Context: an optimization exercise on an open-source flow, tuned for small area, a short achievable clock period and few clock cycles per item. The choices shown serve that exercise and are no tape-out recipe.
The RTL was checked by simulation tests, not by an equivalence proof against the original design.
No activity file was given, so power comes from the tool's default toggle rates.

## v6
## sprite_blit_colour_key_clip
module sprite_blit_colour_key_clip (
   input  logic        clock,
   input  logic        reset,
   input  logic        req_tvalid,
   output logic        req_tready,
   input  logic [31:0] req_tdata,
   output logic        rsp_tvalid,
   input  logic        rsp_tready,
   output logic [47:0] rsp_tdata,
   output logic [1:0]  rsp_tuser,
   output logic        rsp_tlast,
   input  logic        csr_we,
   input  logic [2:0]  csr_index,
   input  logic [11:0] csr_wdata
);
Size in the first run: roughly 110 I/O pins, roughly 14,000 um^2 of cells after synthesis.
clock: 7.0 ns
lec_check: 0
abc_area: 1
cap_margin: 20
core_margin: 2
core_utilization: 40
setup_slack_margin: 3.75
slew_margin: 20
standard.sh (not shown) runs the stock make flow with config.mk's settings and CLKGATE_MAP_FILE= SYNTH_SCRIPT=/design/flow/synth_recipe.tcl, a recipe that flattens the netlist after the stock synthesis.
==> flow/flow/run.sh <==
#!/bin/bash
# The standard layout (standard.sh), with one change: the port buffers that
# global placement inserts on every input and output use buf_2 instead of the
# resizer's default pick (clkdlybuf4s50_1, a slow delay buffer).
set -euo pipefail
export BUFFER_PORTS_ARGS="-buffer_cell sky130_fd_sc_hd__buf_2"
bash standard.sh finish > standard_finish.log 2>&1
Testbench counts of v6, summed over its fixed seeds: cycles 43,064, items 40,504.
Relative to v6, the following input files were edited for v7:
--- a/flow/design.v
+++ b/flow/design.v
@@ -36,15 +36,15 @@
    logic        rvis_ff;            
    logic [4:0]  ms;                 
    logic        rdy_ff, wr_ff;
    logic        s_valid, s_bgok;
    logic [15:0] s_pix;
    logic [9:0]  c, r;
    logic        hit;
-   logic        o_valid, o_we, o_last, o_vis;
+   logic        o_valid, o_we, o_last;
    logic [21:0] o_dest;
    logic [15:0] o_pix;
    function automatic logic [9:0] clamp_s_m1(input logic [10:0] v);
       if (v == 11'd0)      clamp_s_m1 = 10'd0;
       else if (v[10])      clamp_s_m1 = 10'd1023;
       else                 clamp_s_m1 = v[9:0] - 10'd1;
    endfunction
@@ -117,16 +117,15 @@
             o_valid <= 1'b0;
          end
       end
    end
    always_ff @(posedge clock) begin
       if (accept) begin
          o_we   <= vis && (op == 2'd2 || (!op[1] && spr_ok));
-         o_dest <= dest;                  
-         o_vis  <= vis;
+         o_dest <= vis ? dest : 22'd0;
          o_pix  <= pix;
          o_last <= col_wrap && row_wrap;
       end
    end
    logic [12:0] xb;
    logic        xci;
    logic [13:0] add_a, add_b, sum;
@@ -220,11 +219,11 @@
          wr_ff  <= csr_we;
          wr2_ff <= wr_ff;
          s_valid <= s_valid_n;
          rdy_ff <= ms_n == 5'd0 && !csr_we && !wr_ff && !wr2_ff && !s_valid_n;
       end
    end
    assign rsp_tvalid = o_valid;
-   assign rsp_tdata  = {7'd0, off_ff, hit, o_pix, o_dest & {22{o_vis}}, o_we};
+   assign rsp_tdata  = {7'd0, off_ff, hit, o_pix, o_dest, o_we};
    assign rsp_tuser  = {op[1], op[0] && !op[1]};
    assign rsp_tlast  = o_last;
 endmodule
==> comparison <==
v7 | status: complete | timing, DRC, antenna: pass. Growth of design area from synthesis to finish across v7 and v6: no real change. v7 vs v6 — power share of the clock group dropped 0.7 points. v7 ends up with higher overall routing resource usage than v6 does. Going from v6 to v7, layout net count dropped about 0.5%; power drawn by the sequential cells barely changed; met3 routed wirelength dropped 6.2%; worst endpoint data arrival time climbed 1670 ps; half-perimeter wire length after placement barely changed. End point of the critical path: pb[14]$_DFFE_PP_ -> v7, rsp_tdata[17] -> v6. Summary of v7 over v6: power density of the placed cells ~0 delta, cell area went down, share of the clock period used by the worst path after layout has increased.
Testbench counts of v7, summed over its fixed seeds: cycles 43,064, items 40,504.

========
sprite_blit_colour_key_clip, a different RTL version from the one above (not shown whole).
For scale: roughly 1700 cells after synthesis, about 110 I/O pins, ~14000 sq um of cells after synthesis.
==> flow/config.mk <==
export PLATFORM = sky130hd
export DESIGN_NAME = sprite_blit_colour_key_clip
export DESIGN_NICKNAME = sprite_blit_colour_key_clip
export VERILOG_FILES = /design/flow/design.v
export SDC_FILE = /design/flow/constraint.sdc
export NUM_CORES = 4
export LEC_CHECK = 0
export ABC_AREA = 1
export CAP_MARGIN = 20
export CORE_MARGIN = 2
export CORE_UTILIZATION = 40
export SETUP_SLACK_MARGIN = 4.0
export SLEW_MARGIN = 20
==> flow/constraint.sdc <==
create_clock -name core_clock -period 7.0 [get_ports {clock}]
set_input_delay 1.4000 -clock core_clock [delete_from_list [all_inputs] [get_ports {clock}]]
set_output_delay 1.4000 -clock core_clock [all_outputs]
set_load 0.01 [all_outputs]
Scripts as last shown in full above: flow/flow/run.sh
Testbench counts at the start, summed over its fixed seeds: cycles 43,016, items 40,504.
==> next run, changes <==
--- a/flow/design.v
+++ b/flow/design.v
@@ -31,15 +31,14 @@
    logic [12:0] xe;                 
    logic [12:0] colv;               
    logic [12:0] rowv;               
    logic [21:0] pb;                 
    logic        off_ff;
    logic [4:0]  ms;                 
    logic        rdy_ff, wr_ff;
-   logic        m_i, m_1, m_2, m_h, m_hb;    
    logic        s_valid, s_bgok;
    logic [15:0] s_pix;
    logic [9:0]  c, r;
    logic        hit;
    logic        o_valid, o_we, o_last;
    logic [21:0] o_dest;
    logic [15:0] o_pix;
@@ -92,15 +91,15 @@
    assign row_wrap = geu({3'b000, r}, {3'b000, hm1});
    assign pix      = s_valid ? s_pix : req_tdata[15:0];
    assign spr_ok   = pix != KEY;
    assign bg_ok    = s_valid ? s_bgok : req_tdata[31:16] != KEY;
    assign can_out    = !o_valid || rsp_tready;
    assign req_tready = rdy_ff;
    assign in_acc     = req_tvalid && rdy_ff;
-   assign accept     = can_out && (s_valid ? m_i : in_acc);    
+   assign accept     = can_out && (s_valid ? ms == 5'd0 : in_acc);
    assign s_valid_n  = s_valid ? !accept : in_acc && !accept;
    assign c_n        = !accept ? c : col_wrap ? 10'd0 : c + 10'd1;
    always_ff @(posedge clock) begin
       if (reset) begin
          c       <= 10'd0;
          r       <= 10'd0;
          hit     <= 1'b0;
@@ -129,14 +128,15 @@
    logic [12:0] xb;
    logic        xci;
    logic [21:0] add_a, add_b, sum;
    logic [22:0] sum_x;
    logic [13:0] xe_x;
    logic        add_ci, restart;
    logic [4:0]  ms_n;
+   logic        m_i, m_1, m_2, m_h, m_hb;    
    logic        sel_c, sel_e;                
    logic        off_x, off_y, wr2_ff;
    always_comb begin
       xb  = ({13{sel_c}} & ~{4'b0000, wm1[9:1]}) |
             ({13{sel_e}} & ~{3'b000, wm1});
       xci = sel_c && !wm1[0];
       xe_x = {px[11], px, xci} + {xb, xci};
After rerunning: Combinational power barely changes; register-to-register slack improved by 0.14 ns; power drops by a few percent; cell area is lower slightly; clock-buffer cell count rose by 2; via count drops slightly; area after synthesis climbs slightly; cell count stays flat; sequential share of layout area increases by 0.62 points; routed wire length drops slightly.
Testbench counts after the change, summed over its fixed seeds: cycles 43,016, items 40,504.

========
north:
The RTL this note starts from:
==> flow/design.v <==
module sprite_blit_colour_key_clip (
   input  logic        clock,
   input  logic        reset,
   input  logic        req_tvalid,
   output logic        req_tready,
   input  logic [31:0] req_tdata,
   output logic        rsp_tvalid,
   input  logic        rsp_tready,
   output logic [47:0] rsp_tdata,
   output logic [1:0]  rsp_tuser,
   output logic        rsp_tlast,
   input  logic        csr_we,
   input  logic [2:0]  csr_index,
   input  logic [11:0] csr_wdata
);
   localparam logic [15:0] KEY = 16'hF81F;
   function automatic logic geu(input logic [12:0] a, input logic [12:0] b);
      logic cy;
      cy = 1'b1;
      for (int i = 0; i < 13; i++)
         cy = (a[i] & ~b[i]) | (cy & (a[i] | ~b[i]));
      geu = cy;
   endfunction
   function automatic logic ges(input logic [12:0] a, input logic [12:0] b);
      ges = geu({~a[12], a[11:0]}, {~b[12], b[11:0]});
   endfunction
   logic [9:0]  wm1, hm1;           
   logic [11:0] px, py;             
   logic [1:0]  al, op;
   logic [11:0] sw, sh;             
   logic [12:0] xe;                 
   logic [12:0] colv;               
   logic [12:0] rowv;               
   logic [21:0] pb;                 
   logic        off_ff;
   logic [4:0]  ms;                 
   logic        rdy_ff, wr_ff;
   logic        s_valid, s_bgok;
   logic [15:0] s_pix;
   logic [9:0]  c, r;
   logic        hit;
   logic        cw_ff, rw_ff;       
   logic        o_valid, o_we, o_last;
   logic [21:0] o_dest;
   logic [15:0] o_pix;
   function automatic logic [9:0] clamp_s_m1(input logic [10:0] v);
      if (v == 11'd0)      clamp_s_m1 = 10'd0;
      else if (v[10])      clamp_s_m1 = 10'd1023;
      else                 clamp_s_m1 = v[9:0] - 10'd1;
   endfunction
   function automatic logic [11:0] clamp_f(input logic [11:0] v);
      if (v == 12'd0)                 clamp_f = 12'd1;
      else if (v[11] && |v[10:0])     clamp_f = 12'd2048;
      else                            clamp_f = v;
   endfunction
   always_ff @(posedge clock) begin
      if (reset) begin
         wm1 <= 10'd0;
         hm1 <= 10'd0;
         px  <= 12'd0;
         py  <= 12'd0;
         al  <= 2'd0;
         op  <= 2'd0;
         sw  <= 12'd1024;
         sh  <= 12'd768;
      end else if (csr_we) begin
         case (csr_index)
            3'd0: wm1 <= clamp_s_m1(csr_wdata[10:0]);
            3'd1: hm1 <= clamp_s_m1(csr_wdata[10:0]);
            3'd2: px  <= csr_wdata;
            3'd3: py  <= csr_wdata;
            3'd4: al  <= csr_wdata[1:0];
            3'd5: op  <= csr_wdata[1:0];
            3'd6: sw  <= clamp_f(csr_wdata);
            default: sh <= clamp_f(csr_wdata);
         endcase
      end
   end
   logic [9:0]  c_n;
   logic [11:0] dlo;
   logic [21:0] dest;
   logic        colvis, rowvis, vis, first, col_wrap, row_wrap;
   logic        spr_ok, bg_ok, can_out, in_acc, accept, s_valid_n;
   logic [15:0] pix;
   assign colvis   = !colv[12] && (colv[11:0] < sw);
   assign rowvis   = !rowv[12] && !geu({1'b0, rowv[11:0]}, {1'b0, sh});
   assign vis      = colvis && rowvis;
   assign dlo      = {1'b0, pb[10:0]} + {1'b0, colv[10:0]};
   assign dest     = {dlo[11] ? pb[21:11] + 11'd1 : pb[21:11], dlo[10:0]};
   assign first    = (c == 10'd0) && (r == 10'd0);
   assign col_wrap = cw_ff;
   assign row_wrap = rw_ff;
   assign pix      = s_valid ? s_pix : req_tdata[15:0];
   assign spr_ok   = pix != KEY;
   assign bg_ok    = s_valid ? s_bgok : req_tdata[31:16] != KEY;
   assign can_out    = !o_valid || rsp_tready;
   assign req_tready = rdy_ff;
   assign in_acc     = req_tvalid && rdy_ff;
   assign accept     = can_out && (s_valid ? ms == 5'd0 : in_acc);
   assign s_valid_n  = s_valid ? !accept : in_acc && !accept;
   assign c_n        = !accept ? c : col_wrap ? 10'd0 : c + 10'd1;
   always_ff @(posedge clock) begin
      if (reset) begin
         c       <= 10'd0;
         r       <= 10'd0;
         hit     <= 1'b0;
         o_valid <= 1'b0;
      end else begin
         if (accept) begin
            o_valid <= 1'b1;
            hit     <= (first ? 1'b0 : hit) |
                       ((op == 2'd3) && vis && spr_ok && bg_ok);
            c <= c_n;
            if (col_wrap)
               r <= row_wrap ? 10'd0 : r + 10'd1;
         end else if (rsp_tready) begin
            o_valid <= 1'b0;
         end
      end
   end
   always_ff @(posedge clock) begin
      if (accept) begin
         o_we   <= vis && (op == 2'd2 || (!op[1] && spr_ok));
         o_dest <= vis ? dest : 22'd0;
         o_pix  <= pix;
         o_last <= col_wrap && row_wrap;
      end
   end
   logic [12:0] xb;
   logic        xci;
   logic [21:0] add_a, add_b, sum;
   logic        add_ci, restart;
   logic [4:0]  ms_n;
   logic        mbit;
   always_comb begin
      xb  = 13'd0;
      xci = 1'b0;
      if (op != 2'd3) begin
         if (al == 2'd1) begin             
            xb  = ~{4'b0000, wm1[9:1]};
            xci = !wm1[0];
         end else if (al == 2'd2) begin    
            xb  = ~{3'b000, wm1};
         end
      end
      add_a  = pb;                         
      add_b  = ~{10'd0, sw};
      add_ci = 1'b1;
      if (ms[4]) begin                     
         add_a  = {pb[20:0], 1'b0};
         add_b  = mbit ? {{9{rowv[12]}}, rowv} : 22'd0;
         add_ci = 1'b0;
      end else if (ms[0]) begin            
         add_a  = {{10{py[11]}}, py};
         add_b  = {12'd0, hm1};
         add_ci = 1'b0;
      end else if (ms[1]) begin            
         add_b  = ~{12'd0, r};
      end
      sum = add_a + add_b + {21'd0, add_ci};
      restart = (csr_we && (csr_index == 3'd1 || csr_index == 3'd3 || csr_index == 3'd6)) ||
                (accept && col_wrap && row_wrap);
      if (restart)            ms_n = 5'd1;
      else if (ms == 5'd2)    ms_n = 5'd27;
      else if (ms == 5'd16)   ms_n = 5'd0;
      else if (ms[4])         ms_n = ms - 5'd1;
      else if (ms == 5'd1)    ms_n = 5'd2;
      else                    ms_n = 5'd0;
   end
   always_ff @(posedge clock) begin
      xe     <= {px[11], px} + xb + {12'd0, xci};
      colv   <= !accept ? xe + {3'b000, c} : col_wrap ? xe : colv + 13'd1;
      if (!accept)
         cw_ff <= geu({3'b000, c}, {3'b000, wm1});
      else if (cw_ff)
         cw_ff <= wm1 == 10'd0;
      else
         cw_ff <= geu({2'b00, c + 11'd1}, {3'b000, wm1});
      if (!accept || !cw_ff)
         rw_ff <= geu({3'b000, r}, {3'b000, hm1});
      else if (rw_ff)
         rw_ff <= hm1 == 10'd0;
      else
         rw_ff <= geu({2'b00, r + 11'd1}, {3'b000, hm1});
      if (in_acc && !accept) begin
         s_pix  <= req_tdata[15:0];
         s_bgok <= req_tdata[31:16] != KEY;
      end
      mbit   <= sw[ms_n[3:0]];
      off_ff <= ges(~{3'b000, wm1}, xe) ||                   
                ges(xe, {1'b0, sw}) ||                       
                ges(~{3'b000, hm1}, {py[11], py}) ||         
                ges({py[11], py}, {1'b0, sh});               
      if (ms[4] || ms[0] || (accept && col_wrap && !row_wrap))
         pb <= sum;
      else if (ms[1])
         pb <= 22'd0;
      if (!ms[4] && ms[1])
         rowv <= sum[12:0];
      else if (accept && col_wrap && !row_wrap)
         rowv <= rowv - 13'd1;
   end
   always_ff @(posedge clock) begin
      if (reset) begin
         ms     <= 5'd1;
         rdy_ff <= 1'b0;
         wr_ff  <= 1'b0;
         s_valid <= 1'b0;
      end else begin
         ms     <= ms_n;
         wr_ff  <= csr_we;
         s_valid <= s_valid_n;
         rdy_ff <= ms_n == 5'd0 && !csr_we && !wr_ff && !s_valid_n;
      end
   end
   assign rsp_tvalid = o_valid;
   assign rsp_tdata  = {7'd0, off_ff, hit, o_pix, o_dest, o_we};
   assign rsp_tuser  = {op[1], op[0] && !op[1]};
   assign rsp_tlast  = o_last;
endmodule
Settings: LEC_CHECK=0, CAP_MARGIN=20, CORE_MARGIN=2, CORE_UTILIZATION=40, SETUP_SLACK_MARGIN=4.0, SLEW_MARGIN=20; clock period 7.0 ns.
run.sh (not shown) runs the stock make flow with config.mk's settings and CLKGATE_MAP_FILE= SYNTH_SCRIPT=/design/flow/synth_recipe.tcl, a recipe that flattens the netlist after the stock synthesis.
Stock flow here: none of the scripts above is used.
north | stages: all done | timing, DRC, antenna: all pass
Testbench counts of north, summed over its fixed seeds: cycles 43,016, items 40,504.
Input-level comparison between south and north:
--- a/flow/design.v
+++ b/flow/design.v
@@ -40,5 +40,4 @@
    logic [9:0]  c, r;
    logic        hit;
-   logic        cw_ff, rw_ff;       
    logic        o_valid, o_we, o_last;
    logic [21:0] o_dest;
@@ -89,6 +88,6 @@
    assign dest     = {dlo[11] ? pb[21:11] + 11'd1 : pb[21:11], dlo[10:0]};
    assign first    = (c == 10'd0) && (r == 10'd0);
-   assign col_wrap = cw_ff;
-   assign row_wrap = rw_ff;
+   assign col_wrap = geu({3'b000, c}, {3'b000, wm1});
+   assign row_wrap = geu({3'b000, r}, {3'b000, hm1});
    assign pix      = s_valid ? s_pix : req_tdata[15:0];
    assign spr_ok   = pix != KEY;
@@ -171,16 +170,4 @@
       xe     <= {px[11], px} + xb + {12'd0, xci};
       colv   <= !accept ? xe + {3'b000, c} : col_wrap ? xe : colv + 13'd1;
-      if (!accept)
-         cw_ff <= geu({3'b000, c}, {3'b000, wm1});
-      else if (cw_ff)
-         cw_ff <= wm1 == 10'd0;
-      else
-         cw_ff <= geu({2'b00, c + 11'd1}, {3'b000, wm1});
-      if (!accept || !cw_ff)
-         rw_ff <= geu({3'b000, r}, {3'b000, hm1});
-      else if (rw_ff)
-         rw_ff <= hm1 == 10'd0;
-      else
-         rw_ff <= geu({2'b00, r + 11'd1}, {3'b000, hm1});
       if (in_acc && !accept) begin
          s_pix  <= req_tdata[15:0];
Findings:
- south | status: complete | timing, DRC, antenna: pass
- Re detailed-router iteration count before antenna repair: north and south aren't equal, and the higher value belongs to north.
- [south vs north] power dissipated by switching net loads: lower in south
- Setup slack in south is larger than in north.
- Per the comparison of south with north, final clock period utilization by the worst path went down 2.6 points; cell area after synthesis went down 4.5%; number of buffer and inverter instances along the worst setup path went up 2; wire length went down 6.8%.
- Relative to north, the final cell area reported for south is lower.
- Looking at cell at the slowest stage of the critical path, the or4b_4 result is from north; the dfxtp_4 one comes from south.
Testbench counts of south, summed over its fixed seeds: cycles 43,016, items 40,504.

==> separate check: timing with driven ports <==
The results above use ideal ports. As a check the final layouts listed here were re-extracted and re-timed, cells and wires unchanged. Step 1: set_driving_cell puts a clkbuf_16 on clock and a buf_2 on each other input, an assumption about the parent block. Step 2 adds t to the input delays and takes it off the output delays; t is the mean of the earliest and latest rising clock arrival at the registers after step 1. Input paths then give back, and output paths get back, about the clock's delay inside the block. Slacks: ideal / step 1 / step 2; pairs: ideal / step 1.
run	t, ns	slack for setup (ns)	hold slack, ns	worst setup path after step 2	clock arrival spread, ns
v6	0.595	3.912 / 3.860 / 3.354	0.436 / 0.436 / 0.436	input to register	0.022 / 0.022
v7	0.591	3.896 / 3.917 / 3.326	0.414 / 0.414 / 0.414	input to register	0.013 / 0.013
the first run of note 2	0.593	3.961 / 3.961 / 3.515	0.427 / 0.427 / 0.427	input to register	0.010 / 0.011
the second run of note 2	0.579	4.097 / 4.102 / 3.547	0.418 / 0.418 / 0.418	input to register	0.012 / 0.011
north	0.587	3.479 / 3.479 / 3.208	0.464 / 0.464 / 0.464	input to register	0.009 / 0.009
south	0.585	3.661 / 3.661 / 3.547	0.458 / 0.458 / 0.458	input to register	0.011 / 0.010
After both steps setup and hold are still met in every run listed. The setup slack of v7, which loses most, moves by +0.021 ns with the drivers and by -0.570 ns with both steps.
